What follows belongs to an exercise in optimizing a design on an open flow for small area, a short achievable clock period and few clock cycles; a production flow would make more cautious choices. At most, simulation tests tie the RTL to the original design; equivalence was not proved. No functional check of the RTL was part of runs 1 to 4.

## design/flow/design.v

```verilog
`default_nettype none
package dsf_pkg;
  localparam logic [1:0] OP_FREQ     = 2'd0;
  localparam logic [1:0] OP_AMP      = 2'd1;
  localparam logic [1:0] OP_PHASE    = 2'd2;
  localparam logic [1:0] OP_FREQ_ALL = 2'd3;
  localparam logic [6:0] SELECT_ADDR_RESET = 7'd0;
  localparam logic [6:0] FREQ_ADDR_RESET   = 7'd4;
  localparam logic [6:0] AMP_ADDR_RESET    = 7'd6;
  localparam logic [6:0] PHASE_ADDR_RESET  = 7'd5;
  localparam logic [22:0] DIV_FREQ = 23'd1953125;
  localparam logic [6:0]  DIV_PHASE  = 7'd45;
  localparam logic [24:0] PHASE_FULL = 25'd23592960;
  localparam logic [24:0] PHASE_TOP  = 25'd23593680;
  function automatic logic [23:0] borrows(input logic [22:0] x, input logic [22:0] d, input int w);
    logic [22:0] g, p, g2, p2;
    logic [23:0] b;
    for (int i = 0; i < 23; i++) begin
      g[i] = (i < w) && d[i] && !x[i];
      p[i] = (i < w) && (d[i] || !x[i]);
    end
    for (int s = 1; s < 23; s = s * 2) begin
      for (int i = 0; i < 23; i++) begin
        if ((i / s) % 2 == 1) begin
          g2[i] = g[i] | (p[i] & g[(i / s) * s - 1]);
          p2[i] = p[i] & p[(i / s) * s - 1];
        end else begin
          g2[i] = g[i];
          p2[i] = p[i];
        end
      end
      g = g2;
      p = p2;
    end
    b[0] = 1'b0;
    for (int i = 0; i < 23; i++) b[i+1] = g[i];
    borrows = b;
  endfunction
  function automatic logic [24:0] sub25(input logic [24:0] x, input logic [24:0] d);
    logic [24:0] g, p, g2, p2;
    logic [25:0] b;
    for (int i = 0; i < 25; i++) begin
      g[i] = d[i] && !x[i];
      p[i] = d[i] || !x[i];
    end
    for (int s = 1; s < 25; s = s * 2) begin
      for (int i = 0; i < 25; i++) begin
        if ((i / s) % 2 == 1) begin
          g2[i] = g[i] | (p[i] & g[(i / s) * s - 1]);
          p2[i] = p[i] & p[(i / s) * s - 1];
        end else begin
          g2[i] = g[i];
          p2[i] = p[i];
        end
      end
      g = g2;
      p = p2;
    end
    b[0] = 1'b0;
    for (int i = 0; i < 25; i++) b[i+1] = g[i];
    sub25 = x ^ d ^ b[24:0];
  endfunction
endpackage
`default_nettype wire
`default_nettype none
module dsf_calc #(
  parameter int K = 1
) (
  input  wire logic [20:0]  a,
  input  wire logic [K-1:0] din,
  output logic [20:0]       a_next,
  output logic [K-1:0]      q
);
  localparam int W = 21 + K;
  localparam int M = (1 << K) - 1;
  logic [W-1:0] x;
  logic [M+1:1] ge;
  logic [23:0]  bf [M+1];
  logic [22:0]  df [M+1];
  logic [M:0]   sel;
  logic [W-1:0] flip;
  assign x = {a, din};
  always_comb begin
    for (int j = 1; j <= M; j++) begin
      df[j] = 23'(dsf_pkg::DIV_FREQ * j);
      bf[j] = dsf_pkg::borrows(23'(x), df[j], W);
      ge[j] = !bf[j][W];
    end
    ge[M+1] = 1'b0;
    df[0] = '0;
    bf[0] = '0;
  end
  always_comb begin
    sel[0] = !ge[1];
    for (int j = 1; j <= M; j++) sel[j] = ge[j] && !ge[j+1];
    q = '0;
    for (int j = 1; j <= M; j++) if (sel[j]) q = K'(j);
  end
  always_comb begin
    for (int i = 0; i < W; i++) begin
      flip[i] = 1'b0;
      for (int j = 1; j <= M; j++) flip[i] = flip[i] | (sel[j] & (df[j][i] ^ bf[j][i]));
    end
  end
  assign a_next = x[20:0] ^ flip[20:0];
endmodule
module dsf_phase_step (
  input  wire logic [5:0] r,
  input  wire logic       din,
  output logic [5:0]      r_next,
  output logic            q
);
  logic [6:0] x;
  assign x      = {r, din};
  assign q      = (x >= dsf_pkg::DIV_PHASE);
  assign r_next = q ? 6'(x - dsf_pkg::DIV_PHASE) : x[5:0];
endmodule
`default_nettype wire
`default_nettype none
module dds_spi_command_framer_core (
  input  wire logic        clk,
  input  wire logic        rst,
  input  wire logic        cmd_valid,
  output logic             cmd_ready,
  input  wire logic [1:0]  cmd_op,
  input  wire logic [2:0]  cmd_channel,
  input  wire logic [28:0] cmd_frequency_hz,
  input  wire logic [15:0] cmd_amplitude_word,
  input  wire logic [25:0] cmd_phase_deg_q16,
  output logic             spi_valid,
  input  wire logic        spi_ready,
  output logic [7:0]       spi_byte,
  output logic             spi_frame_end,
  output logic             spi_last,
  input  wire logic        cfg_wr_en,
  input  wire logic [1:0]  cfg_index,
  input  wire logic [6:0]  cfg_data
);
  logic [6:0]  sel_addr, freq_addr, amp_addr, phase_addr;
  logic        busy;
  logic [1:0]  op;
  logic [1:0]  ch;
  logic [2:0]  idx;
  logic        dv;         
  logic        is_phase;
  logic [20:0] a;
  logic [31:0] q;
  logic        out_valid;
  logic [7:0]  out_byte;
  logic        out_frame_end;
  logic        out_last;
  logic        adv;
  logic [2:0]  lidx;
  logic        pair_end;
  logic        cmd_end;
  logic        take;
  logic        keep;
  logic        step_en;
  logic [6:0]  val_addr;
  logic [7:0]  byte_next;
  logic [20:0] fa1, fa2, fa3;
  logic [1:0]  qa, qb;
  logic        qc;
  logic        din_c;
  logic [31:0] sq2, sq5;
  logic [5:0]  pr [6];
  logic [4:0]  pq;
  logic [24:0] ph_num;
  logic [20:0] a_init;
  logic [31:0] q_init;
  always_ff @(posedge clk) begin
    if (rst) begin
      sel_addr   <= dsf_pkg::SELECT_ADDR_RESET;
      freq_addr  <= dsf_pkg::FREQ_ADDR_RESET;
      amp_addr   <= dsf_pkg::AMP_ADDR_RESET;
      phase_addr <= dsf_pkg::PHASE_ADDR_RESET;
    end else if (cfg_wr_en) begin
      case (cfg_index)
        2'd0: sel_addr   <= cfg_data;
        2'd1: freq_addr  <= cfg_data;
        2'd2: amp_addr   <= cfg_data;
        default: phase_addr <= cfg_data;
      endcase
    end
  end
  assign adv       = !out_valid || spi_ready;
  assign pair_end  = (idx == lidx);
  assign cmd_end   = pair_end && ((op != dsf_pkg::OP_FREQ_ALL) || (ch == 2'd3));
  assign cmd_ready = !busy || (adv && cmd_end);
  assign take      = cmd_valid && cmd_ready;
  assign keep      = (cmd_op == dsf_pkg::OP_FREQ_ALL) || !cmd_channel[2];
  assign step_en   = busy && adv && dv;
  always_comb begin
    case (op)
      dsf_pkg::OP_AMP:   lidx = 3'd5;
      dsf_pkg::OP_PHASE: lidx = 3'd4;
      default:           lidx = 3'd6;
    endcase
  end
  always_comb begin
    case (op)
      dsf_pkg::OP_AMP:   val_addr = amp_addr;
      dsf_pkg::OP_PHASE: val_addr = phase_addr;
      default:           val_addr = freq_addr;
    endcase
  end
  dsf_calc #(.K(2)) u_step0 (.a (a),   .din (q[31:30]), .a_next (fa1), .q (qa));
  dsf_calc #(.K(2)) u_step1 (.a (fa1), .din (q[29:28]), .a_next (fa2), .q (qb));
  assign din_c = q[27] && (idx != 3'd6);
  dsf_calc #(.K(1)) u_step2 (.a (fa2), .din (din_c),    .a_next (fa3), .q (qc));
  assign pr[0] = a[5:0];
  for (genvar i = 0; i < 5; i++) begin : g_ph
    dsf_phase_step u_ph (.r (pr[i]), .din (q[31-i]), .r_next (pr[i+1]), .q (pq[4-i]));
  end
  assign sq2 = {q[29:0], qa};
  assign sq5 = {q[26:0], (is_phase ? pq : {qa, qb, qc})};
  always_comb begin
    if (cmd_phase_deg_q16[25]) begin
      ph_num = dsf_pkg::PHASE_TOP;
    end else if (cmd_phase_deg_q16[24:0] > dsf_pkg::PHASE_FULL) begin
      ph_num = dsf_pkg::PHASE_TOP - dsf_pkg::PHASE_FULL;
    end else begin
      ph_num = ~dsf_pkg::sub25(cmd_phase_deg_q16[24:0], dsf_pkg::PHASE_TOP + 25'd1);
    end
  end
  always_comb begin
    a_init = {3'd0, cmd_frequency_hz[28:11]};
    case (cmd_op)
      dsf_pkg::OP_PHASE: begin
        a_init[5:0] = {5'd0, ph_num[24]};
        q_init = {ph_num[23:5], 13'd0};
      end
      dsf_pkg::OP_AMP: begin
        q_init = {8'h00, cmd_amplitude_word[15:8] | 8'h10, cmd_amplitude_word[7:0], 8'h00};
      end
      default: begin
        q_init = {cmd_frequency_hz[10:0], 21'd0};
      end
    endcase
  end
  always_comb begin
    case (idx)
      3'd0:    byte_next = {1'b0, sel_addr};
      3'd1:    byte_next = 8'h10 << ch;
      3'd2:    byte_next = {1'b0, val_addr};
      3'd3:    byte_next = dv ? q[11:4] : q[31:24];
      3'd4:    byte_next = dv ? q[8:1]  : q[23:16];
      3'd5:    byte_next = dv ? sq2[7:0] : q[15:8];
      default: byte_next = dv ? sq5[7:0] : q[7:0];
    endcase
  end
  always_ff @(posedge clk) begin
    if (rst) begin
      busy      <= 1'b0;
      out_valid <= 1'b0;
    end else begin
      if (adv) begin
        out_valid <= busy;
      end
      if (cmd_ready) begin
        busy <= cmd_valid && keep;
      end
    end
  end
  always_ff @(posedge clk) begin
    if (take) begin
      op       <= cmd_op;
      is_phase <= (cmd_op == dsf_pkg::OP_PHASE);
      dv       <= (cmd_op != dsf_pkg::OP_AMP);
      ch       <= (cmd_op == dsf_pkg::OP_FREQ_ALL) ? 2'd0 : cmd_channel[1:0];
      idx      <= 3'd0;
      a        <= a_init;
      q        <= q_init;
    end else begin
      if (busy && adv) begin
        if (pair_end) begin
          idx <= 3'd0;
          ch  <= ch + 2'd1;
          dv  <= 1'b0;
        end else begin
          idx <= idx + 3'd1;
        end
      end
      if (step_en) begin
        a <= {fa3[20:6], (is_phase ? pr[5] : fa3[5:0])};
        q <= sq5;
      end
    end
  end
  always_ff @(posedge clk) begin
    if (busy && adv) begin
      out_byte      <= byte_next;
      out_frame_end <= (idx == 3'd1) || pair_end;
      out_last      <= cmd_end;
    end
  end
  assign spi_valid     = out_valid;
  assign spi_byte      = out_byte;
  assign spi_frame_end = out_frame_end;
  assign spi_last      = out_last;
endmodule
`default_nettype wire
```

## design/flow/run.sh

```bash
#!/bin/bash
# synth_recipe.tcl (not shown) runs the flow's synth.tcl, then flattens the netlist and writes it again
# the make line also repeats each setting of config.mk as NAME=value (left out here)
make -C /OpenROAD-flow-scripts/flow DESIGN_CONFIG=/design/flow/config.mk WORK_HOME=/design/flow/orfs CLKGATE_MAP_FILE= SYNTH_SCRIPT=/design/flow/synth_recipe.tcl finish
```

## design/flow/config.mk

```make
export PLATFORM = sky130hd
export DESIGN_NAME = dds_spi_command_framer_core
export DESIGN_NICKNAME = dds_spi_command_framer_core
export VERILOG_FILES = /design/flow/design.v
export SDC_FILE = /design/flow/constraint.sdc
export NUM_CORES = 4
export LEC_CHECK = 0
export ABC_AREA = 1
export CAP_MARGIN = 20
export CORE_MARGIN = 2
export CORE_UTILIZATION = 40
export SETUP_SLACK_MARGIN = 5
export SLEW_MARGIN = 20
```

## design/flow/constraint.sdc

```tcl
create_clock -name core_clock -period 10.0 [get_ports {clk}]
set_input_delay 2.0000 -clock core_clock [delete_from_list [all_inputs] [get_ports {clk}]]
set_output_delay 2.0000 -clock core_clock [all_outputs]
set_load 0.01 [all_outputs]
```

==> results of run 1 <==
flip-flops by register name, summed over array words and instances (netlist names):
register       cells
freq_addr          7
out_byte           8
a                 21
sel_addr           7
op                 2
idx                3
q                 32
out_valid          1
busy               1
dv                 1
amp_addr           7
out_last           1
phase_addr         7
is_phase           1
ch                 2
out_frame_end      1
routing by layer:
| layer | share of wire (%) | up-vias | track usage [%] |
|---|---|---|---|
| li1 | - | 5635 | - |
| met1 | 43 | 5389 | 32.2 |
| met2 | 49 | 381 | 42.2 |
| met3 | 5.0 | 84 | 2.58 |
| met4 | 3.5 | 0 | 9.77 |
| met5 | 0 | - | 0 |
logic make-up after synthesis:
logic type / Yosys count / synth area share (%)
adders and majority gates: 31 / 3.89
xor gates and xnor gates: 19 / 1.89
buffers and inverters: 239 / 9.72
and+or+nand+nor: 932 / 42.4
DFF: 102 / 27.1
AOI/OAI and AO/OA: 243 / 15.0
cell usage after synthesis, types with 6 or more instances:
master / instances / area (um^2)
sky130_fd_sc_hd__nor2_1: 154 / 578
sky130_fd_sc_hd__dfxtp_1: 36 / 721
sky130_fd_sc_hd__nor3_1: 12 / 60.1
sky130_fd_sc_hd__o21ai_2: 6 / 52.6
sky130_fd_sc_hd__xor2_1: 14 / 123
sky130_fd_sc_hd__edfxtp_1: 66 / 1980
sky130_fd_sc_hd__a21oi_4: 7 / 114
sky130_fd_sc_hd__nand3_2: 10 / 100
sky130_fd_sc_hd__nand2_1: 438 / 1640
sky130_fd_sc_hd__clkinv_1: 6 / 22.5
sky130_fd_sc_hd__nand4_1: 67 / 419
sky130_fd_sc_hd__nand2_2: 44 / 275
sky130_fd_sc_hd__ha_1: 31 / 388
sky130_fd_sc_hd__o21ai_1: 16 / 80.1
sky130_fd_sc_hd__nand3_1: 168 / 841
sky130_fd_sc_hd__nor2_2: 8 / 50.1
sky130_fd_sc_hd__clkbuf_1: 19 / 71.3
sky130_fd_sc_hd__nand3b_1: 8 / 60.1
sky130_fd_sc_hd__o21ai_0: 93 / 465
sky130_fd_sc_hd__inv_1: 181 / 679
sky130_fd_sc_hd__a31oi_1: 6 / 37.5
sky130_fd_sc_hd__inv_2: 18 / 67.6
sky130_fd_sc_hd__nor4_1: 7 / 43.8
sky130_fd_sc_hd__o211ai_1: 9 / 67.6
sky130_fd_sc_hd__a21oi_1: 70 / 350
timing repair:
item | CTS | global route
gates cloned | 3 | 0
pin swaps | 43 | 103
endpoints found under the setup margin | 24 | 29
gates resized for setup | 105 | 186
buffers inserted | 62 | 48
stage by stage:
stage	hold slack, ns	setup slack (ns)	area [um^2]	utilization (%)
after floorplan	0.424	5.24	9970	-
after global placement	0.435	3.84	11200	46.0
after detailed placement	0.447	3.81	11200	46.0
after CTS	0.457	4.99	12400	50.9
after global routing	0.492	4.82	13500	55.2
final	0.452	5.13	13500	55.2
area by class of cell:
class                      count  area (um^2)
fill                        2425        10900
multi-input combinational   1228         7300
sequential                   102         2700
timing repair buffer         214         1970
inverter                     205          787
tap                          324          405
clock buffer                  10          250
clock inverter                 6         48.8
tightest hold or removal path: cells and delay by family (launching register included):
family,cells,cell delay [ns]
AO/OA/AOI/OAI,1,0.05
buffers and inverters,1,0.05
flip-flops,1,0.30
worst paths after layout:
kind | startpoint | end | slack (ns)
max | q[31]$_DFFE_PP_ | a[1]$_DFFE_PP_ | 5.13
min | phase_addr[5]$_SDFFE_PP0P_ | phase_addr[5]$_SDFFE_PP0P_ | 0.45
max reg2reg | q[31]$_DFFE_PP_ | a[1]$_DFFE_PP_ | 5.13
min reg2reg | phase_addr[5]$_SDFFE_PP0P_ | phase_addr[5]$_SDFFE_PP0P_ | 0.45
==> impl_metrics.py, run 1 <==
metrics = {
    "run_status": {
        "run_status": "complete, no violations",
    },
    "timing": {
        "period_minus_slack_ns": 4.87,
        "fmaxAchievable_mhz": 205,
        "fin_crit_sh_pct": 48.7,
        "worstMarginPinSlew_ns": 0.824,
        "report.final.setup_viol": 0,
        "unrepaired_setup_endpoints_after_global_routing": "true",
        "max_slew_margin_pct": 44.7,
        "hold_viol": 0,
        "finalSetupTns_ns": 0,
        "timing_max_transition_violations_final": 0,
        "final.setup_skew_ns": 0.0100,
    },
    "global_route": {
        "initial_antenna_violation_count": 0,
        "grt_pass1_wl_mm": 52.2,
        "grt-ovfl-total": 0,
        "first_global_vias": 10500,
        "maximum_number_of_pins_on_one_net_before_global_route_repair": 54,
        "grt.total_usage_pct": 24.8,
    },
    "synthesis": {
        "ys_seq_elements": 102,
        "synth_cell_types": 57,
        "synth_enable_flop_cells": 66,
        "synth_top_flop_cell": "sky130_fd_sc_hd__edfxtp_1",
        "synth_fp_nets": 1687,
        "async_flop_share_pct": 0,
        "synth_seq_area_share_pct": 27.1,
        "netlist_area_mm2": 0.00997,
        "post_synth.cell_area_avg_um2": 6.37,
        "ys_warn_count": 9,
        "post_synthesis_cells": 1566,
    },
    "finish": {
        "diodes": 0,
        "post_route_cells_drive_above_1_share_pct": 24.0,
        "layoutNonFillerInstCount": 2089,
        "mostFrequentLayoutCells": "sky130_fd_sc_hd__nand2_1, sky130_fd_sc_hd__inv_1, sky130_fd_sc_hd__nand3_1",
        "leading_cell_type_in_the_layout_fill_and_taps_excluded": "sky130_fd_sc_hd__nand2_1",
        "final_net_count": 1881,
        "area_delta_synth_final_pct": 35.0,
    },
    "worst_setup_path": {
        "worst_path_largest_cell_delay_ns": 0.47,
        "worst-endpoint-required_ns": 10.12,
        "endpoint_kind": "flip-flop",
        "worst_ep_arrival_time_ns": 4.99,
        "timing.setup.critical_path_class": "flip-flop to flip-flop",
        "crit_path_buffers_inverters": 4,
        "worst-r2r-cell-count": 34,
        "start_kind": "flip-flop",
        "cell_family_contributing_the_most_delay_on_the_critical_path": "simple AND/OR/NAND/NOR gates",
        "top_fanout_value_on_the_critical_path": 8,
        "crit_top_cell": "sky130_fd_sc_hd__nand2_4",
        "cp.depth": 34,
        "crit_slowest_cell": "sky130_fd_sc_hd__edfxtp_1",
    },
    "clock_network": {
        "clock_insertion_delay_worst_skew_ns": 0.36,
        "hold_buffers": 0,
        "clkTransAtPathRegs_ns": 0.08,
        "tritoncts_clock_tree": "done",
        "maximum_number_of_buffers_from_clock_root_to_sink": 2,
        "cts_buffers": 9,
        "cts.sink_count": 102,
        "htree_levels": 3,
        "cts_root_buffer": "sky130_fd_sc_hd__clkbuf_16",
    },
    "placed_design": {
        "placed_cells_incl_taps": 1960,
        "post_detailed_placement_half_perimeter_wirelength_mm": 23.9,
        "gp_congestion": 0.926,
        "io_buffers": 100,
    },
    "detailed_routing": {
        "post_drt_wl_per_cell_um": 16.3,
        "first_iter_violations": 964,
        "vias_per_instance": 5.50,
        "via_count": 11500,
        "route.final.wire_length_mm": 34.1,
        "drcViolationCount": 0,
        "final_antenna_net_count": 0,
        "dr.pass1.iters": 8,
    },
    "job": {
        "cap_violations": 0,
    },
    "min_path": {
        "worst_hold_path_type": "flip-flop to flip-flop",
        "holdPathStages": 2,
    },
    "floorplan": {
        "die_w_um": 162,
        "fp.dieArea_mm2": 0.0262,
        "chipHeight_um": 162,
        "design.core.area_mm2": 0.0244,
        "floorplan.initialDensity_pct": 40.9,
        "floorplan.rows": 57,
        "top_level_ports": 102,
    },
}
==> run 2, diff against run 1 <==
--- a/design/flow/design.v
+++ b/design/flow/design.v
@@ -150,5 +150,11 @@
   logic        out_frame_end;
   logic        out_last;
+  logic        sk_valid;
+  logic [7:0]  sk_byte;
+  logic        sk_frame_end;
+  logic        sk_last;
   logic        adv;
+  logic        out_free;
+  logic        fe_next;
   logic [2:0]  lidx;
   logic        pair_end;
@@ -184,11 +190,13 @@
     end
   end
-  assign adv       = !out_valid || spi_ready;
+  assign adv       = busy && !sk_valid;
+  assign out_free  = !out_valid || spi_ready;
   assign pair_end  = (idx == lidx);
   assign cmd_end   = pair_end && ((op != dsf_pkg::OP_FREQ_ALL) || (ch == 2'd3));
-  assign cmd_ready = !busy || (adv && cmd_end);
+  assign cmd_ready = !busy || (!sk_valid && cmd_end);
   assign take      = cmd_valid && cmd_ready;
   assign keep      = (cmd_op == dsf_pkg::OP_FREQ_ALL) || !cmd_channel[2];
-  assign step_en   = busy && adv && dv;
+  assign step_en   = adv && dv;
+  assign fe_next   = (idx == 3'd1) || pair_end;
   always_comb begin
     case (op)
@@ -254,7 +262,11 @@
       busy      <= 1'b0;
       out_valid <= 1'b0;
+      sk_valid  <= 1'b0;
     end else begin
-      if (adv) begin
-        out_valid <= busy;
+      if (out_free) begin
+        out_valid <= sk_valid || adv;
+        sk_valid  <= 1'b0;
+      end else if (adv) begin
+        sk_valid  <= 1'b1;
       end
       if (cmd_ready) begin
@@ -273,5 +285,5 @@
       q        <= q_init;
     end else begin
-      if (busy && adv) begin
+      if (adv) begin
         if (pair_end) begin
           idx <= 3'd0;
@@ -289,8 +301,18 @@
   end
   always_ff @(posedge clk) begin
-    if (busy && adv) begin
-      out_byte      <= byte_next;
-      out_frame_end <= (idx == 3'd1) || pair_end;
-      out_last      <= cmd_end;
+    if (out_free) begin
+      if (sk_valid) begin
+        out_byte      <= sk_byte;
+        out_frame_end <= sk_frame_end;
+        out_last      <= sk_last;
+      end else if (adv) begin
+        out_byte      <= byte_next;
+        out_frame_end <= fe_next;
+        out_last      <= cmd_end;
+      end
+    end else if (adv) begin
+      sk_byte       <= byte_next;
+      sk_frame_end  <= fe_next;
+      sk_last       <= cmd_end;
     end
   end
==> design/flow/flow/run.sh (new file) <==
#!/bin/bash
# The standard layout (standard synthesis included), with the port buffers
# made of sky130_fd_sc_hd__buf_1 instead of the delay cell buffer_ports picks
# by default. ORFS keeps each step's full log under orfs/logs; make's own
# output goes to make_finish.log here.
set -euo pipefail
bash standard.sh "BUFFER_PORTS_ARGS=-buffer_cell sky130_fd_sc_hd__buf_1" finish > make_finish.log 2>&1
==> design/flow/standard.sh (new file) <==
#!/bin/bash
# synth_recipe.tcl (not shown) runs the flow's synth.tcl, then flattens the netlist and writes it again
# the make line also repeats each setting of config.mk as NAME=value (left out here)
make -C /OpenROAD-flow-scripts/flow DESIGN_CONFIG=/design/flow/config.mk WORK_HOME=/design/flow/orfs CLKGATE_MAP_FILE= SYNTH_SCRIPT=/design/flow/synth_recipe.tcl "${@:-finish}"
removed: design/flow/run.sh
==> run 2 against run 1 <==
  * Critical path type unchanged
  * Area after synthesis up 6.3%
  * Hold slack gained 0.014 ns
  * Global-route usage is 0.068 points lower
  * Largest cell class unchanged
==> impl_metrics.py, run 2 <==
metrics = {
    "run_status": {
        "run_status": "complete, no violations",
    },
    "detailed_routing": {
        "route.final.wire_length_mm": 36.8,
        "drcViolationCount": 0,
        "vias_per_instance": 5.58,
        "post_drt_wl_per_cell_um": 17.1,
        "final_antenna_net_count": 0,
        "dr.pass1.iters": 5,
        "first_iter_violations": 1145,
        "via_count": 12000,
    },
    "timing": {
        "period_minus_slack_ns": 4.90,
        "report.final.setup_viol": 0,
        "fmaxAchievable_mhz": 204,
        "unrepaired_setup_endpoints_after_global_routing": "true",
        "worstMarginPinSlew_ns": 0.861,
        "hold_viol": 0,
        "post-route-worst-setup-slack_ns": 5.10,
        "timing_max_transition_violations_final": 0,
        "final.setup_skew_ns": 0.0158,
        "fin_crit_sh_pct": 49.0,
        "timing.hold.ws_ns": 0.466,
        "finalSetupTns_ns": 0,
        "max_slew_margin_pct": 42.0,
    },
    "synthesis": {
        "netlist.area_leader.share_pct": 21.5,
        "post_synth_main_area_contributors": "sky130_fd_sc_hd__edfxtp_1, sky130_fd_sc_hd__nand2_1, sky130_fd_sc_hd__nand3_1",
        "post_synth_fa_ha_maj_area_fraction_pct": 3.78,
        "post_synth_xor_area_fraction_pct": 2.15,
        "synth_fp_nets": 1745,
        "yosys-mux-area-fraction_pct": 0,
        "yosys.cell_count.top_type": "sky130_fd_sc_hd__nand2_1",
        "synth_cell_types": 63,
        "main_combinational_cell_family_by_area_after_synthesis": "simple AND/OR/NAND/NOR gates",
        "post_synth.cell_area_avg_um2": 6.53,
        "synth-compound-area-share_pct": 14.0,
        "async_flop_share_pct": 0,
        "post_synthesis_cells": 1623,
        "synth_simple_gate_area_share_pct": 42.1,
        "ys_warn_count": 9,
        "synth_enable_flop_cells": 76,
        "synth_top_flop_cell": "sky130_fd_sc_hd__edfxtp_1",
        "synth_seq_area_share_pct": 28.5,
        "netlist_area_mm2": 0.0106,
        "yosys-top-cells-count": "sky130_fd_sc_hd__nand2_1, sky130_fd_sc_hd__nand3_1, sky130_fd_sc_hd__inv_1",
        "ys_seq_elements": 113,
        "synth_largest_area_cell": "sky130_fd_sc_hd__edfxtp_1",
    },
    "worst_setup_path": {
        "top_fanout_value_on_the_critical_path": 8,
        "worst-r2r-cell-count": 41,
        "endpoint_kind": "flip-flop",
        "crit_path_buffers_inverters": 7,
        "crit_top_cell": "sky130_fd_sc_hd__nand2_2",
        "worst-endpoint-required_ns": 10.17,
        "start_kind": "flip-flop",
        "crit_slowest_cell": "sky130_fd_sc_hd__edfxtp_1",
        "worst_path_largest_cell_delay_ns": 0.44,
        "cell_family_contributing_the_most_delay_on_the_critical_path": "simple AND/OR/NAND/NOR gates",
        "timing.setup.critical_path_class": "flip-flop to flip-flop",
        "worst_ep_arrival_time_ns": 5.08,
        "cp.depth": 41,
    },
    "floorplan": {
        "floorplan.rows": 59,
        "floorplan.initialDensity_pct": 40.7,
        "design.core.area_mm2": 0.0261,
        "fp.dieArea_mm2": 0.0278,
        "chipHeight_um": 167,
        "top_level_ports": 102,
        "die_w_um": 167,
    },
    "global_route": {
        "grt_pass1_wl_mm": 55.9,
        "initial_antenna_violation_count": 0,
        "grt-ovfl-total": 0,
        "maximum_number_of_pins_on_one_net_before_global_route_repair": 57,
        "first_global_vias": 11000,
        "grt.total_usage_pct": 24.7,
    },
    "clock_network": {
        "clock_insertion_delay_worst_skew_ns": 0.43,
        "maximum_number_of_buffers_from_clock_root_to_sink": 2,
        "cts.sink_count": 113,
        "htree_levels": 4,
        "cts_root_buffer": "sky130_fd_sc_hd__clkbuf_16",
        "tritoncts_clock_tree": "done",
        "clkTransAtPathRegs_ns": 0.06,
        "cts_buffers": 17,
        "hold_buffers": 0,
    },
    "placed_design": {
        "post_detailed_placement_half_perimeter_wirelength_mm": 25.1,
        "placed_cells_incl_taps": 2018,
        "pre_cts_ws_ns": 3.72,
        "gp_congestion": 0.900,
        "io_buffers": 100,
    },
    "finish": {
        "largest_register": "q",
        "largest_reg_flops": 32,
        "fillerInstances": 2567,
        "mostFrequentLayoutCells": "sky130_fd_sc_hd__nand2_1, sky130_fd_sc_hd__nand3_1, sky130_fd_sc_hd__inv_1",
        "leading_cell_type_in_the_layout_fill_and_taps_excluded": "sky130_fd_sc_hd__nand2_1",
        "largest_registers": "q x32, a x21",
        "diodes": 0,
        "final_net_count": 1929,
        "layout.core_utilization_pct": 52.0,
        "area_delta_synth_final_pct": 27.8,
        "post_route_cells_drive_above_1_share_pct": 22.6,
        "layoutNonFillerInstCount": 2155,
    },
    "min_path": {
        "holdPathStages": 2,
        "worst_hold_path_type": "flip-flop to flip-flop",
    },
    "job": {
        "cap_violations": 0,
    },
}
[run 2: changes by cell type after synthesis, moves of 6 or more]
cell / change
sky130_fd_sc_hd__nand2_2: -7
sky130_fd_sc_hd__a21oi_1: +7
sky130_fd_sc_hd__nand4_1: +11
sky130_fd_sc_hd__inv_1: -21
sky130_fd_sc_hd__buf_6: +6
sky130_fd_sc_hd__o21ai_0: -9
sky130_fd_sc_hd__inv_2: +8
sky130_fd_sc_hd__nand3_1: +6
sky130_fd_sc_hd__nor3_1: +6
sky130_fd_sc_hd__nand2_1: +25
sky130_fd_sc_hd__edfxtp_1: +10
sky130_fd_sc_hd__nand3b_1: -7
[run 2: logic make-up (layout without fill, tap and decap cells)]
logic type / after synthesis / in the layout
AO/OA/AOI/OAI: 245 / 245
XOR/XNOR: 23 / 23
buffers and inverters: 235 / 428
AND/OR/NAND/NOR: 975 / 979
adder cells (fa/ha/maj): 32 / 32
flip-flops: 113 / 113
[run 2: through the flow]
| stage | area (um^2) |
|---|---|
| 2_1_floorplan | 10600 |
| 3_3_place_gp | 11100 |
| 3_5_place_dp | 11100 |
| 4_1_cts | 12400 |
| 5_1_grt | 13600 |
| 6_report | 13600 |
[run 2: path summary, 6_finish.rpt]
| kind | startpoint | end | slack [ns] |
|---|---|---|---|
| worst max-delay path | q[31]$_DFFE_PP_ | out_byte[0]$_DFFE_PP_ | 5.10 |
| worst min-delay path | amp_addr[1]$_SDFFE_PP1P_ | amp_addr[1]$_SDFFE_PP1P_ | 0.47 |
| worst max register to register | q[31]$_DFFE_PP_ | out_byte[0]$_DFFE_PP_ | 5.10 |
| worst min register to register | amp_addr[1]$_SDFFE_PP1P_ | amp_addr[1]$_SDFFE_PP1P_ | 0.47 |
[run 2: repair_timing]
action	CTS	global route
resized for setup	80	163
pin swaps	33	92
setup endpoints to repair	26	29
cloned	3	2
setup buffers	43	57
[run 2: final cells by class]
cell class	count	area [um^2]	share of cell area (%)
clock buffers	19	475	3.51
multi-input cells	1279	7450	55.0
repair buffers	207	1330	9.78
clock inverters	13	121	0.895
well taps	335	419	3.09
flip-flops and latches	113	3020	22.3
inverters	189	737	5.44
[run 2: routing by layer]
layer | GRT usage [%] | routed length (um) | share of wire (%)
met1 | 31.9 | 15800 | 43
met2 | 42.2 | 17700 | 48
met3 | 4.13 | 2160 | 5.9
met4 | 7.57 | 1130 | 3.1
met5 | 0 | 0 | 0
[run 2: worst min-delay path, stage by stage, from the launching register on]
cell and delay, ns:
sky130_fd_sc_hd__dfxtp_1 0.33, sky130_fd_sc_hd__nand2_1 0.05, sky130_fd_sc_hd__nand3_1 0.05
==> run 3, diff against run 2 <==
--- a/design/flow/design.v
+++ b/design/flow/design.v
@@ -13,13 +13,13 @@
   localparam logic [24:0] PHASE_FULL = 25'd23592960;
   localparam logic [24:0] PHASE_TOP  = 25'd23593680;
-  function automatic logic [23:0] borrows(input logic [22:0] x, input logic [22:0] d, input int w);
-    logic [22:0] g, p, g2, p2;
-    logic [23:0] b;
-    for (int i = 0; i < 23; i++) begin
+  function automatic logic [24:0] borrows(input logic [23:0] x, input logic [23:0] d, input int w);
+    logic [23:0] g, p, g2, p2;
+    logic [24:0] b;
+    for (int i = 0; i < 24; i++) begin
       g[i] = (i < w) && d[i] && !x[i];
       p[i] = (i < w) && (d[i] || !x[i]);
     end
-    for (int s = 1; s < 23; s = s * 2) begin
-      for (int i = 0; i < 23; i++) begin
+    for (int s = 1; s < 24; s = s * 2) begin
+      for (int i = 0; i < 24; i++) begin
         if ((i / s) % 2 == 1) begin
           g2[i] = g[i] | (p[i] & g[(i / s) * s - 1]);
@@ -34,5 +34,5 @@
     end
     b[0] = 1'b0;
-    for (int i = 0; i < 23; i++) b[i+1] = g[i];
+    for (int i = 0; i < 24; i++) b[i+1] = g[i];
     borrows = b;
   endfunction
@@ -76,6 +76,6 @@
   logic [W-1:0] x;
   logic [M+1:1] ge;
-  logic [23:0]  bf [M+1];
-  logic [22:0]  df [M+1];
+  logic [24:0]  bf [M+1];
+  logic [23:0]  df [M+1];
   logic [M:0]   sel;
   logic [W-1:0] flip;
@@ -83,6 +83,6 @@
   always_comb begin
     for (int j = 1; j <= M; j++) begin
-      df[j] = 23'(dsf_pkg::DIV_FREQ * j);
-      bf[j] = dsf_pkg::borrows(23'(x), df[j], W);
+      df[j] = 24'(dsf_pkg::DIV_FREQ * j);
+      bf[j] = dsf_pkg::borrows(24'(x), df[j], W);
       ge[j] = !bf[j][W];
     end
@@ -165,7 +165,7 @@
   logic [6:0]  val_addr;
   logic [7:0]  byte_next;
-  logic [20:0] fa1, fa2, fa3;
-  logic [1:0]  qa, qb;
-  logic        qc;
+  logic [20:0] fa1, fa2;
+  logic [2:0]  qa;
+  logic [1:0]  qb;
   logic        din_c;
   logic [31:0] sq2, sq5;
@@ -213,14 +213,13 @@
     endcase
   end
-  dsf_calc #(.K(2)) u_step0 (.a (a),   .din (q[31:30]), .a_next (fa1), .q (qa));
-  dsf_calc #(.K(2)) u_step1 (.a (fa1), .din (q[29:28]), .a_next (fa2), .q (qb));
+  dsf_calc #(.K(3)) u_step0 (.a (a),   .din (q[31:29]), .a_next (fa1), .q (qa));
   assign din_c = q[27] && (idx != 3'd6);
-  dsf_calc #(.K(1)) u_step2 (.a (fa2), .din (din_c),    .a_next (fa3), .q (qc));
+  dsf_calc #(.K(2)) u_step1 (.a (fa1), .din ({q[28], din_c}), .a_next (fa2), .q (qb));
   assign pr[0] = a[5:0];
   for (genvar i = 0; i < 5; i++) begin : g_ph
     dsf_phase_step u_ph (.r (pr[i]), .din (q[31-i]), .r_next (pr[i+1]), .q (pq[4-i]));
   end
-  assign sq2 = {q[29:0], qa};
-  assign sq5 = {q[26:0], (is_phase ? pq : {qa, qb, qc})};
+  assign sq2 = {q[29:0], qa[2:1]};
+  assign sq5 = {q[26:0], (is_phase ? pq : {qa, qb})};
   always_comb begin
     if (cmd_phase_deg_q16[25]) begin
@@ -295,5 +294,5 @@
       end
       if (step_en) begin
-        a <= {fa3[20:6], (is_phase ? pr[5] : fa3[5:0])};
+        a <= {fa2[20:6], (is_phase ? pr[5] : fa2[5:0])};
         q <= sq5;
       end
==> run 3 against run 2 <==
  * Still clean on timing, DRC and antenna
  * Fmax up 3.3%
  * First-iteration DRC count up 2.3%
  * Clock skew down 0.0037 ns
  * Synthesized cell count up 3.0%
  * Global-route usage down 1.3 points
  * Cell count down 0.23%
  * Hold slack worse by 0.017 ns
  * Non-clock buffer count down 52
  * Critical endpoint unchanged
==> impl_metrics.py, run 3 <==
metrics = {
    "synthesis": {
        "ys_seq_elements": 113,
        "synth_largest_area_cell": "sky130_fd_sc_hd__edfxtp_1",
        "ys_warn_count": 9,
        "synth_enable_flop_cells": 76,
        "post_synth.cell_area_avg_um2": 6.41,
        "synth_seq_area_share_pct": 28.2,
        "post_synthesis_cells": 1671,
        "async_flop_share_pct": 0,
        "yosys.cell_count.top_type": "sky130_fd_sc_hd__nand2_1",
        "netlist_area_mm2": 0.0107,
        "synth_fp_nets": 1791,
        "yosys-top-cells-count": "sky130_fd_sc_hd__nand2_1, sky130_fd_sc_hd__nor2_1, sky130_fd_sc_hd__inv_1",
        "post_synth_main_area_contributors": "sky130_fd_sc_hd__edfxtp_1, sky130_fd_sc_hd__nand2_1, sky130_fd_sc_hd__nand3_1",
        "synth_top_flop_cell": "sky130_fd_sc_hd__edfxtp_1",
        "netlist.area_leader.share_pct": 21.3,
        "synth_cell_types": 62,
    },
    "min_path": {
        "worst_hold_path_type": "flip-flop to flip-flop",
        "worstHoldStart": "phase_addr[1]$_SDFFE_PP0P_",
    },
    "global_route": {
        "grt_pass1_wl_mm": 53.2,
        "grt.total_usage_pct": 23.4,
        "grt-ovfl-total": 0,
        "first_global_vias": 10300,
        "maximum_number_of_pins_on_one_net_before_global_route_repair": 54,
        "initial_antenna_violation_count": 0,
    },
    "detailed_routing": {
        "drcViolationCount": 0,
        "final_antenna_net_count": 0,
        "post_drt_wl_per_cell_um": 15.9,
        "route.final.wire_length_mm": 34.1,
        "dr.pass1.iters": 6,
        "first_iter_violations": 1171,
        "via_count": 11700,
        "vias_per_instance": 5.43,
    },
    "floorplan": {
        "floorplan.rows": 59,
        "design.core.area_mm2": 0.0262,
        "die_w_um": 168,
        "floorplan.initialDensity_pct": 40.9,
        "top_level_ports": 102,
        "fp.dieArea_mm2": 0.0281,
        "chipHeight_um": 168,
    },
    "placed_design": {
        "pre_cts_ws_ns": 4.43,
        "placed_cells_incl_taps": 2065,
        "io_buffers": 100,
        "post_detailed_placement_half_perimeter_wirelength_mm": 25.5,
        "gp_congestion": 0.956,
    },
    "clock_network": {
        "clkTransAtPathRegs_ns": 0.06,
        "cts_root_buffer": "sky130_fd_sc_hd__clkbuf_16",
        "cts_buffers": 17,
        "hold_buffers": 0,
        "tritoncts_clock_tree": "done",
        "cts.sink_count": 113,
        "htree_levels": 4,
        "clock_insertion_delay_worst_skew_ns": 0.42,
        "maximum_number_of_buffers_from_clock_root_to_sink": 2,
    },
    "finish": {
        "final_net_count": 1922,
        "post_route_cells_drive_above_1_share_pct": 14.9,
        "layoutNonFillerInstCount": 2150,
        "diodes": 0,
        "mostFrequentLayoutCells": "sky130_fd_sc_hd__nand2_1, sky130_fd_sc_hd__nor2_1, sky130_fd_sc_hd__inv_1",
        "largest_registers": "q x32, a x21",
        "largest_reg_flops": 32,
        "leading_cell_type_in_the_layout_fill_and_taps_excluded": "sky130_fd_sc_hd__nand2_1",
        "largest_register": "q",
        "area_delta_synth_final_pct": 18.4,
        "fillerInstances": 2701,
    },
    "timing": {
        "fmaxAchievable_mhz": 211,
        "worstMarginPinSlew_ns": 0.852,
        "max_slew_margin_pct": 42.8,
        "fin_crit_sh_pct": 47.5,
        "post-route-worst-setup-slack_ns": 5.25,
        "timing_max_transition_violations_final": 0,
        "unrepaired_setup_endpoints_after_global_routing": "true",
        "final.setup_skew_ns": 0.0122,
        "finalSetupTns_ns": 0,
        "report.final.setup_viol": 0,
        "hold_viol": 0,
        "period_minus_slack_ns": 4.75,
    },
    "worst_setup_path": {
        "crit_slowest_cell": "sky130_fd_sc_hd__edfxtp_1",
        "r2r-start": "q[31]$_DFFE_PP_",
        "critPathLaunch": "q[31]$_DFFE_PP_",
        "worst-endpoint-required_ns": 10.17,
        "worst_path_largest_cell_delay_ns": 0.44,
        "endpoint_kind": "flip-flop",
        "crit_top_cell": "sky130_fd_sc_hd__nand2_2",
        "timing.setup.critical_path_class": "flip-flop to flip-flop",
        "worst_ep_arrival_time_ns": 4.92,
        "top_fanout_value_on_the_critical_path": 8,
        "start_kind": "flip-flop",
    },
    "run_status": {
        "run_status": "complete, no violations",
    },
    "job": {
        "cap_violations": 0,
    },
}
## run 3: through the flow
step	hold WS [ns]	util, %	area, um^2
global placement	0.436	43.1	11300
finish	0.449	48.4	12700
CTS	0.455	45.8	12000
detailed placement	0.439	43.1	11300
floorplan	0.424	-	10700
global route	0.471	48.4	12700
## run 3: path summary, 6_finish.rpt
check,to,slack (ns),depth (start not counted)
min reg2reg,phase_addr[1]$_SDFFE_PP0P_,0.45,2
max reg2reg,out_byte[0]$_DFFE_PP_,5.25,38
min,phase_addr[1]$_SDFFE_PP0P_,0.45,2
max,out_byte[0]$_DFFE_PP_,5.25,38
## run 3: area by class of cell
cell class | count | area (um^2) | area share, %
clock buffer | 20 | 478 | 3.77
timing repair buffer | 155 | 812 | 6.40
clock inverter | 12 | 93.8 | 0.740
multi-input combinational | 1308 | 7050 | 55.5
tap | 335 | 419 | 3.30
sequential | 113 | 3020 | 23.8
inverter | 207 | 815 | 6.42
## run 3: cells by family after synthesis
kind of cell / share of synthesized area [%]
AOI/OAI and AO/OA: 15.2
xor gates and xnor gates: 1.54
adders and majority gates: 3.50
buffers and inverters: 9.62
DFF: 28.2
and+or+nand+nor: 42.0
## run 3: what timing repair did
action                                  in CTS  in global routing
resized for setup                            9                 98
setup buffers                               12                 39
cloned                                       1                  1
pin swaps                                    5                 32
endpoints found under the setup margin      26                 29
## run 3: critical path, delay by kind of cell, from the launching register on
kind | cells | cell delay [ns]
flops | 1 | 0.44
compound gates | 3 | 0.50
fa+ha+maj | 3 | 0.47
buf+inv | 6 | 0.60
simple gates | 26 | 2.46
## run 3: metal layers
| metal | part of all wire (%) | GRT usage (%) | vias up |
|---|---|---|---|
| met5 | 0 | 0 | - |
| met3 | 6.6 | 2.88 | 62 |
| met2 | 44 | 36.2 | 448 |
| met4 | 2.0 | 5.90 | 0 |
| li1 | - | - | 5810 |
| met1 | 47 | 34.6 | 5365 |
==> run 4, diff against run 3 <==
==> design/flow/flow/run.sh (replaced) <==
#!/bin/bash
# The standard layout (standard synthesis included), with the port buffers
# made of sky130_fd_sc_hd__buf_1 instead of the delay cell buffer_ports picks
# by default, and timing repair aiming at 6 ns of setup slack. ORFS keeps each
# step's full log under orfs/logs; make's own output goes to make_finish.log.
set -euo pipefail
bash standard.sh "BUFFER_PORTS_ARGS=-buffer_cell sky130_fd_sc_hd__buf_1" SETUP_SLACK_MARGIN=6 finish > make_finish.log 2>&1
--- a/design/flow/config.mk
+++ b/design/flow/config.mk
@@ -10,4 +10,3 @@
 export CORE_MARGIN = 2
 export CORE_UTILIZATION = 40
-export SETUP_SLACK_MARGIN = 5
 export SLEW_MARGIN = 20
==> run 4 against run 3 <==
  * Via count increased by 12%
  * Still clean on timing, DRC and antenna
  * Flip-flop and latch count unchanged
  * Largest cell class unchanged
  * First-iteration DRC count up 12%
  * Sequential share of layout area shrank 4.8 points
  * Die area stayed put
==> impl_metrics.py, run 4 <==
metrics = {
    "job": {
        "cap_violations": 0,
    },
    "clock_network": {
        "tritoncts_clock_tree": "done",
        "htree_levels": 4,
        "cts_root_buffer": "sky130_fd_sc_hd__clkbuf_16",
        "cts_buffers": 17,
        "clock_insertion_delay_worst_skew_ns": 0.43,
        "maximum_number_of_buffers_from_clock_root_to_sink": 2,
        "clkTransAtPathRegs_ns": 0.06,
        "cts.sink_count": 113,
    },
    "floorplan": {
        "top_level_ports": 102,
        "fp.dieArea_mm2": 0.0281,
        "chipHeight_um": 168,
        "design.core.area_mm2": 0.0262,
        "floorplan.initialDensity_pct": 40.9,
        "floorplan.rows": 59,
        "die_w_um": 168,
    },
    "global_route": {
        "grt_use_met1_pct": 36.6,
        "maximum_number_of_pins_on_one_net_before_global_route_repair": 54,
        "grtUsageMet2_pct": 44.6,
        "grt_pass1_wl_mm": 61.5,
        "grt-ovfl-total": 0,
        "globalRoute.busiestLayer": "met2",
        "grt_use_met3_pct": 3.73,
        "initial_antenna_violation_count": 0,
        "first_global_vias": 12100,
        "grt.total_usage_pct": 27.2,
    },
    "detailed_routing": {
        "via_count": 13100,
        "vias_per_instance": 5.59,
        "drcViolationCount": 0,
        "final_antenna_net_count": 0,
        "post_drt_wl_per_cell_um": 17.8,
        "route.final.wire_length_mm": 41.8,
        "dr.pass1.iters": 6,
        "first_iter_violations": 1306,
    },
    "finish": {
        "layout.core_utilization_pct": 60.7,
        "area_delta_synth_final_pct": 48.5,
        "largest_reg_flops": 32,
        "largest_register": "q",
        "leading_cell_type_in_the_layout_fill_and_taps_excluded": "sky130_fd_sc_hd__nand2_1",
        "final_net_count": 2125,
        "diodes": 0,
        "mostFrequentLayoutCells": "sky130_fd_sc_hd__nand2_1, sky130_fd_sc_hd__nor2_1, sky130_fd_sc_hd__buf_4",
        "layoutNonFillerInstCount": 2353,
        "largest_registers": "q x32, a x21",
        "post_route_cells_drive_above_1_share_pct": 34.2,
    },
    "timing": {
        "report.final.setup_viol": 0,
        "max_slew_margin_pct": 37.8,
        "period_minus_slack_ns": 4.79,
        "fin_crit_sh_pct": 47.9,
        "hold_viol": 0,
        "worstMarginPinSlew_ns": 0.926,
        "final.setup_skew_ns": 0.0110,
        "fmaxAchievable_mhz": 209,
        "timing_max_transition_violations_final": 0,
        "unrepaired_setup_endpoints_after_global_routing": "true",
        "post-route-worst-setup-slack_ns": 5.21,
        "finalSetupTns_ns": 0,
    },
    "worst_setup_path": {
        "worstReg2RegEnd": "out_byte[0]$_DFFE_PP_",
        "timing.setup.critical_path_class": "flip-flop to flip-flop",
        "worst-r2r-cell-count": 38,
        "endpoint_kind": "flip-flop",
        "cp_endpoint": "out_byte[0]$_DFFE_PP_",
        "worst-endpoint-required_ns": 10.18,
        "worst_ep_arrival_time_ns": 4.98,
        "cp.depth": 38,
        "timing.reg2reg.setup_slack_ns": 5.21,
        "crit_path_buffers_inverters": 8,
        "cell_family_contributing_the_most_delay_on_the_critical_path": "simple AND/OR/NAND/NOR gates",
        "start_kind": "flip-flop",
        "worst_path_largest_cell_delay_ns": 0.37,
        "critPathLaunch": "q[31]$_DFFE_PP_",
        "top_fanout_value_on_the_critical_path": 7,
        "crit_slowest_cell": "sky130_fd_sc_hd__edfxtp_1",
        "r2r-start": "q[31]$_DFFE_PP_",
    },
    "synthesis": {
        "post_synthesis_cells": 1671,
        "synth_largest_area_cell": "sky130_fd_sc_hd__edfxtp_1",
        "netlist.area_leader.share_pct": 21.3,
        "async_flop_share_pct": 0,
        "synth_seq_area_share_pct": 28.2,
        "synth_enable_flop_cells": 76,
        "synth_top_flop_cell": "sky130_fd_sc_hd__edfxtp_1",
        "post_synth.cell_area_avg_um2": 6.41,
        "yosys-top-cells-count": "sky130_fd_sc_hd__nand2_1, sky130_fd_sc_hd__nor2_1, sky130_fd_sc_hd__inv_1",
        "ys_warn_count": 9,
        "yosys.cell_count.top_type": "sky130_fd_sc_hd__nand2_1",
        "ys_seq_elements": 113,
        "synth_fp_nets": 1791,
        "synth_cell_types": 62,
        "post_synth_main_area_contributors": "sky130_fd_sc_hd__edfxtp_1, sky130_fd_sc_hd__nand2_1, sky130_fd_sc_hd__nand3_1",
        "netlist_area_mm2": 0.0107,
    },
    "placed_design": {
        "placed_cells_incl_taps": 2065,
        "gp_congestion": 0.943,
        "post_detailed_placement_half_perimeter_wirelength_mm": 26.1,
        "io_buffers": 100,
        "pre_cts_ws_ns": 4.46,
    },
    "min_path": {
        "worst_hold_path_type": "flip-flop to flip-flop",
    },
    "run_status": {
        "run_status": "complete, no violations",
    },
}
==> run 4: cell counts after synthesis <==
Identical to the previous run, type by type.
==> run 4: cell families (layout without fill, tap and decap cells) <==
logic type,count (synthesis),after routing,synth area share [%]
AND/OR/NAND/NOR,987,989,42.0
XOR/XNOR,18,18,1.54
adder cells (fa/ha/maj),30,30,3.50
AO/OA/AOI/OAI,271,272,15.2
buffers and inverters,252,596,9.62
flip-flops,113,113,28.2
==> run 4: cell type report <==
type | count | area (um^2)
inverter | 207 | 872
tap | 335 | 419
fill | 2255 | 10300
clock inverter | 14 | 119
timing repair inverter | 1 | 6.26
multi-input combinational | 1309 | 8250
timing repair buffer | 356 | 2780
sequential | 113 | 3020
clock buffer | 18 | 439
==> run 4: worst register-to-register path: cells and delay by family (launching register included) <==
kind / cells / cell delay (ns)
AOI/OAI and AO/OA: 3 / 0.53
xor gates and xnor gates: 1 / 0.26
adders and majority gates: 4 / 0.66
buffers and inverters: 8 / 0.73
DFF: 1 / 0.37
and+or+nand+nor: 22 / 2.02
==> run 4: how the worst min path moves through the flow <==
| stage | from | endpoint | slack [ns] | cells past startpoint |
|---|---|---|---|---|
| finish | phase_addr[1]$_SDFFE_PP0P_ | phase_addr[1]$_SDFFE_PP0P_ | 0.45 | 2 |
| global route | phase_addr[1]$_SDFFE_PP0P_ | phase_addr[1]$_SDFFE_PP0P_ | 0.49 | 2 |
| CTS | phase_addr[1]$_SDFFE_PP0P_ | phase_addr[1]$_SDFFE_PP0P_ | 0.45 | 2 |
| detailed placement | freq_addr[2]$_SDFFE_PP1P_ | freq_addr[2]$_SDFFE_PP1P_ | 0.44 | 2 |
| global placement | freq_addr[2]$_SDFFE_PP1P_ | freq_addr[2]$_SDFFE_PP1P_ | 0.44 | 2 |
| floorplan | freq_addr[2]$_SDFFE_PP1P_ | freq_addr[2]$_SDFFE_PP1P_ | 0.42 | 2 |
==> run 4: timing repair <==
action                                  CTS  global route
gates cloned                              4             1
endpoints found under the setup margin   41            43
setup buffers                           186            65
resized for setup                       251           238
pin swaps                               130           121
hold buffers                              0             0
==> run 4: metrics by stage <==
stage / hold slack (ns) / area, um^2
2_1_floorplan: 0.424 / 10900
3_3_place_gp: 0.436 / 11500
3_5_place_dp: 0.442 / 11500
4_1_cts: 0.454 / 14400
5_1_grt: 0.493 / 15900
6_report: 0.451 / 15900
==> run 4: layer usage <==
layer,wire length [um],vias up
met4,1610,0
met1,17300,6068
met3,3250,137
met2,19600,700
met5,0,-
li1,-,6238
==> run 5, diff against run 4 <==
--- a/design/flow/design.v
+++ b/design/flow/design.v
@@ -150,11 +150,5 @@
   logic        out_frame_end;
   logic        out_last;
-  logic        sk_valid;
-  logic [7:0]  sk_byte;
-  logic        sk_frame_end;
-  logic        sk_last;
   logic        adv;
-  logic        out_free;
-  logic        fe_next;
   logic [2:0]  lidx;
   logic        pair_end;
@@ -190,13 +184,11 @@
     end
   end
-  assign adv       = busy && !sk_valid;
-  assign out_free  = !out_valid || spi_ready;
+  assign adv       = !out_valid || spi_ready;
   assign pair_end  = (idx == lidx);
   assign cmd_end   = pair_end && ((op != dsf_pkg::OP_FREQ_ALL) || (ch == 2'd3));
-  assign cmd_ready = !busy || (!sk_valid && cmd_end);
+  assign cmd_ready = !busy || (adv && cmd_end);
   assign take      = cmd_valid && cmd_ready;
   assign keep      = (cmd_op == dsf_pkg::OP_FREQ_ALL) || !cmd_channel[2];
-  assign step_en   = adv && dv;
-  assign fe_next   = (idx == 3'd1) || pair_end;
+  assign step_en   = busy && adv && dv;
   always_comb begin
     case (op)
@@ -261,11 +253,7 @@
       busy      <= 1'b0;
       out_valid <= 1'b0;
-      sk_valid  <= 1'b0;
     end else begin
-      if (out_free) begin
-        out_valid <= sk_valid || adv;
-        sk_valid  <= 1'b0;
-      end else if (adv) begin
-        sk_valid  <= 1'b1;
+      if (adv) begin
+        out_valid <= busy;
       end
       if (cmd_ready) begin
@@ -284,5 +272,5 @@
       q        <= q_init;
     end else begin
-      if (adv) begin
+      if (busy && adv) begin
         if (pair_end) begin
           idx <= 3'd0;
@@ -300,18 +288,8 @@
   end
   always_ff @(posedge clk) begin
-    if (out_free) begin
-      if (sk_valid) begin
-        out_byte      <= sk_byte;
-        out_frame_end <= sk_frame_end;
-        out_last      <= sk_last;
-      end else if (adv) begin
-        out_byte      <= byte_next;
-        out_frame_end <= fe_next;
-        out_last      <= cmd_end;
-      end
-    end else if (adv) begin
-      sk_byte       <= byte_next;
-      sk_frame_end  <= fe_next;
-      sk_last       <= cmd_end;
+    if (busy && adv) begin
+      out_byte      <= byte_next;
+      out_frame_end <= (idx == 3'd1) || pair_end;
+      out_last      <= cmd_end;
     end
   end
==> design/flow/flow/run.sh (replaced) <==
#!/bin/bash
# The standard layout (standard synthesis included), with the port buffers
# made of sky130_fd_sc_hd__buf_1 instead of the delay cell buffer_ports picks
# by default. ORFS keeps each step's full log under orfs/logs; make's own
# output goes to make_finish.log here.
set -euo pipefail
bash standard.sh "BUFFER_PORTS_ARGS=-buffer_cell sky130_fd_sc_hd__buf_1" finish > make_finish.log 2>&1
--- a/design/flow/config.mk
+++ b/design/flow/config.mk
@@ -9,4 +9,7 @@
 export CAP_MARGIN = 20
 export CORE_MARGIN = 2
-export CORE_UTILIZATION = 40
+export CORE_UTILIZATION = 55
+export CTS_BUF_LIST = sky130_fd_sc_hd__clkbuf_4 sky130_fd_sc_hd__clkbuf_8
+export CTS_CLUSTER_SIZE = 40
+export SETUP_SLACK_MARGIN = 5
 export SLEW_MARGIN = 20
==> run 5 against run 4 <==
  * Hold slack improved by 0.013 ns
  * Non-clock buffer count shrank 224
  * Synthesized cell count rose by 1.2%
  * Critical path depth down 5
  * Global-route usage rose by 6.1 points
  * Cell count fell by 14%
==> impl_metrics.py, run 5 <==
metrics = {
    "finish": {
        "leading_cell_type_in_the_layout_fill_and_taps_excluded": "sky130_fd_sc_hd__nand2_1",
        "seq_area_mm2": 0.00270,
        "mostFrequentLayoutCells": "sky130_fd_sc_hd__nand2_1, sky130_fd_sc_hd__nor2_1, sky130_fd_sc_hd__nand3_1",
        "post_route_cells_drive_above_1_share_pct": 11.7,
        "layout.core_utilization_pct": 61.1,
        "largest_reg_flops": 32,
        "fillerInstances": 1894,
        "multi_input_area_mm2": 0.00682,
        "largest_register": "q",
        "largest_registers": "q x32, a x21, out_byte x8",
        "layoutNonFillerInstCount": 2034,
        "final_net_count": 1911,
        "diodes": 0,
        "area_delta_synth_final_pct": 9.65,
    },
    "clock_network": {
        "cts.sink_count": 102,
        "htree_levels": 3,
        "cts_root_buffer": "sky130_fd_sc_hd__clkbuf_8",
        "tritoncts_clock_tree": "done",
        "cts_buffers": 9,
        "hold_buffers": 0,
        "clock_insertion_delay_worst_skew_ns": 0.40,
        "maximum_number_of_buffers_from_clock_root_to_sink": 2,
        "clkTransAtPathRegs_ns": 0.11,
    },
    "placed_design": {
        "gp_congestion": 0.938,
        "io_buffers": 100,
        "post_detailed_placement_half_perimeter_wirelength_mm": 25.3,
        "placed_cells_incl_taps": 1990,
    },
    "floorplan": {
        "top_level_ports": 102,
        "die_w_um": 141,
        "design.core.area_mm2": 0.0186,
        "floorplan.rows": 50,
        "chipHeight_um": 141,
        "fp.dieArea_mm2": 0.0200,
        "floorplan.initialDensity_pct": 55.7,
    },
    "synthesis": {
        "netlist_area_mm2": 0.0104,
        "async_flop_share_pct": 0,
        "synth_largest_area_cell": "sky130_fd_sc_hd__edfxtp_1",
        "yosys-top-cells-count": "sky130_fd_sc_hd__nand2_1, sky130_fd_sc_hd__nor2_1, sky130_fd_sc_hd__nand3_1",
        "yosys.cell_count.top_type": "sky130_fd_sc_hd__nand2_1",
        "synth_fp_nets": 1807,
        "post_synth.cell_area_avg_um2": 6.14,
        "synth_enable_flop_cells": 66,
        "synth_cell_types": 59,
        "synth_seq_area_share_pct": 26.0,
        "synth_top_flop_cell": "sky130_fd_sc_hd__edfxtp_1",
        "post_synth_main_area_contributors": "sky130_fd_sc_hd__edfxtp_1, sky130_fd_sc_hd__nand2_1, sky130_fd_sc_hd__nand3_1",
        "ys_warn_count": 9,
        "post_synthesis_cells": 1691,
        "ys_seq_elements": 102,
        "netlist.area_leader.share_pct": 19.1,
    },
    "detailed_routing": {
        "first_iter_violations": 1063,
        "via_count": 11600,
        "dr.pass1.iters": 6,
        "vias_per_instance": 5.72,
        "post_drt_wl_per_cell_um": 16.6,
        "final_antenna_net_count": 0,
        "route.final.wire_length_mm": 33.8,
        "drcViolationCount": 0,
    },
    "run_status": {
        "run_status": "complete, no violations",
    },
    "worst_setup_path": {
        "worst-r2r-cell-count": 33,
        "worst_path_largest_cell_delay_ns": 0.55,
        "endpoint_kind": "flip-flop",
        "crit_path_buffers_inverters": 5,
        "timing.setup.critical_path_class": "flip-flop to flip-flop",
        "worst-endpoint-required_ns": 10.17,
        "cell_family_contributing_the_most_delay_on_the_critical_path": "simple AND/OR/NAND/NOR gates",
        "worst_ep_arrival_time_ns": 4.89,
        "top_fanout_value_on_the_critical_path": 8,
        "crit_top_cell": "sky130_fd_sc_hd__nand2_1",
        "cp.depth": 33,
        "crit_slowest_cell": "sky130_fd_sc_hd__edfxtp_1",
        "start_kind": "flip-flop",
    },
    "timing": {
        "final.setup_skew_ns": 0.0259,
        "finalSetupTns_ns": 0,
        "timing_max_transition_violations_final": 0,
        "unrepaired_setup_endpoints_after_global_routing": "true",
        "fin_crit_sh_pct": 47.2,
        "max_slew_margin_pct": 45.4,
        "report.final.setup_viol": 0,
        "worstMarginPinSlew_ns": 0.813,
        "timing.hold.ws_ns": 0.464,
        "period_minus_slack_ns": 4.72,
        "fmaxAchievable_mhz": 212,
        "hold_viol": 0,
    },
    "global_route": {
        "globalRoute.busiestLayer": "met2",
        "grt_use_met3_pct": 4.45,
        "grtUsageMet2_pct": 54.6,
        "grt_pass1_wl_mm": 53.0,
        "maximum_number_of_pins_on_one_net_before_global_route_repair": 56,
        "grt_use_met1_pct": 43.9,
        "first_global_vias": 10400,
        "grt-ovfl-total": 0,
        "grt.total_usage_pct": 33.3,
        "initial_antenna_violation_count": 0,
    },
    "min_path": {
        "worst_hold_path_type": "flip-flop to flip-flop",
        "holdPathStages": 2,
    },
    "job": {
        "cap_violations": 0,
    },
}
-- run 5: cell types whose count changed after synthesis, moves of 9 or more --
cell                       change
sky130_fd_sc_hd__nor3_1        -9
sky130_fd_sc_hd__edfxtp_1     -10
sky130_fd_sc_hd__nand3_1      +30
sky130_fd_sc_hd__nand2_4      -11
sky130_fd_sc_hd__inv_1        -18
sky130_fd_sc_hd__nand2_1      +23
sky130_fd_sc_hd__o21ai_0      -11
sky130_fd_sc_hd__inv_2        +20
-- run 5: stage by stage --
step | setup WS, ns | instance area (um^2)
floorplan | 5.38 | 10400
global placement | 4.62 | 10900
detailed placement | 4.57 | 10900
CTS | 5.01 | 11100
global route | 4.96 | 11400
finish | 5.28 | 11400
-- run 5: final cells by class --
class,count,share of cell area [%]
Clock buffer,11,1.22
Clock inverter,5,0.363
Inverter,206,6.86
Multi-Input combinational cell,1344,59.9
Sequential cell,102,23.7
Tap cell,234,2.57
Timing Repair Buffer,132,5.41
-- run 5: layer usage --
layer	vias to the layer above	routed length (um)	share of wire [%]
li1	5821	-	-
met1	5267	14600	43
met2	465	15500	46
met3	85	2280	6.8
met4	0	1400	4.1
met5	-	0	0
-- run 5: worst paths after layout --
check | slack [ns] | endpoint | startpoint
worst min-delay path | 0.46 | freq_addr[2]$_SDFFE_PP1P_ | freq_addr[2]$_SDFFE_PP1P_
worst min register to register | 0.46 | freq_addr[2]$_SDFFE_PP1P_ | freq_addr[2]$_SDFFE_PP1P_
worst max-delay path | 5.28 | a[8]$_DFFE_PP_ | a[0]$_DFFE_PP_
worst max register to register | 5.28 | a[8]$_DFFE_PP_ | a[0]$_DFFE_PP_
-- run 5: timing repair --
action | in CTS | in global routing
gates resized for setup | 3 | 25
pin swaps | 2 | 6
endpoints found under the setup margin | 24 | 28
cloned | 1 | 0
setup buffers | 9 | 18
hold endpoints to repair | 0 | 0
-- run 5: logic make-up after synthesis --
kind of cell             Yosys count  share of synthesized area, %
XOR/XNOR                          12                          1.01
AO/OA/AOI/OAI                    248                          14.4
buffers and inverters            246                          9.58
AND/OR/NAND/NOR                 1057                          45.8
adder cells (fa/ha/maj)           26                          3.13
flip-flops                       102                          26.0
-- run 5: worst register-to-register path, delay by kind of cell (launching register included) --
kind,cells,cell delay (ns)
AND/OR/NAND/NOR,27,3.16
flip-flops,1,0.55
buffers and inverters,5,0.54
adder cells (fa/ha/maj),1,0.23
Testbench counts of run 5, summed over its fixed seeds: cycles 10,932.

static timing again, ports no longer ideal:
The results above use ideal ports. As a check the final layouts listed here were re-extracted and re-timed, cells and wires unchanged.
Step 1 (the two cells are an assumption about what drives the block):
set clk [get_ports {clk}]
set_driving_cell -lib_cell sky130_fd_sc_hd__clkbuf_16 $clk
set_driving_cell -lib_cell sky130_fd_sc_hd__buf_2 [delete_from_list [all_inputs] $clk]
Step 2 times the ports against the registers' clock, not the clock port: input delays grow and output delays shrink by t, the midpoint of the rising clock arrivals with the driver on.
a / b / c = no drivers / after step 1 / after step 2; a / b = the first two.
run | shift t [ns] | setup WS [ns] | worst slew at a driven data input, ns
run 1 | 0.401 | 5.125 / 5.125 / 4.919 | 0.04
run 2 | 0.470 | 5.096 / 5.096 / 5.092 | 0.05
run 3 | 0.457 | 5.252 / 5.252 / 4.928 | 0.04
run 4 | 0.470 | 5.206 / 5.206 / 4.953 | 0.04
run 5 | 0.428 | 5.284 / 5.284 / 5.001 | 0.05
After both steps setup and hold are still met in every run listed. The setup slack of run 3, which loses most, moves by 0.000 ns with the drivers and by -0.324 ns with both steps.
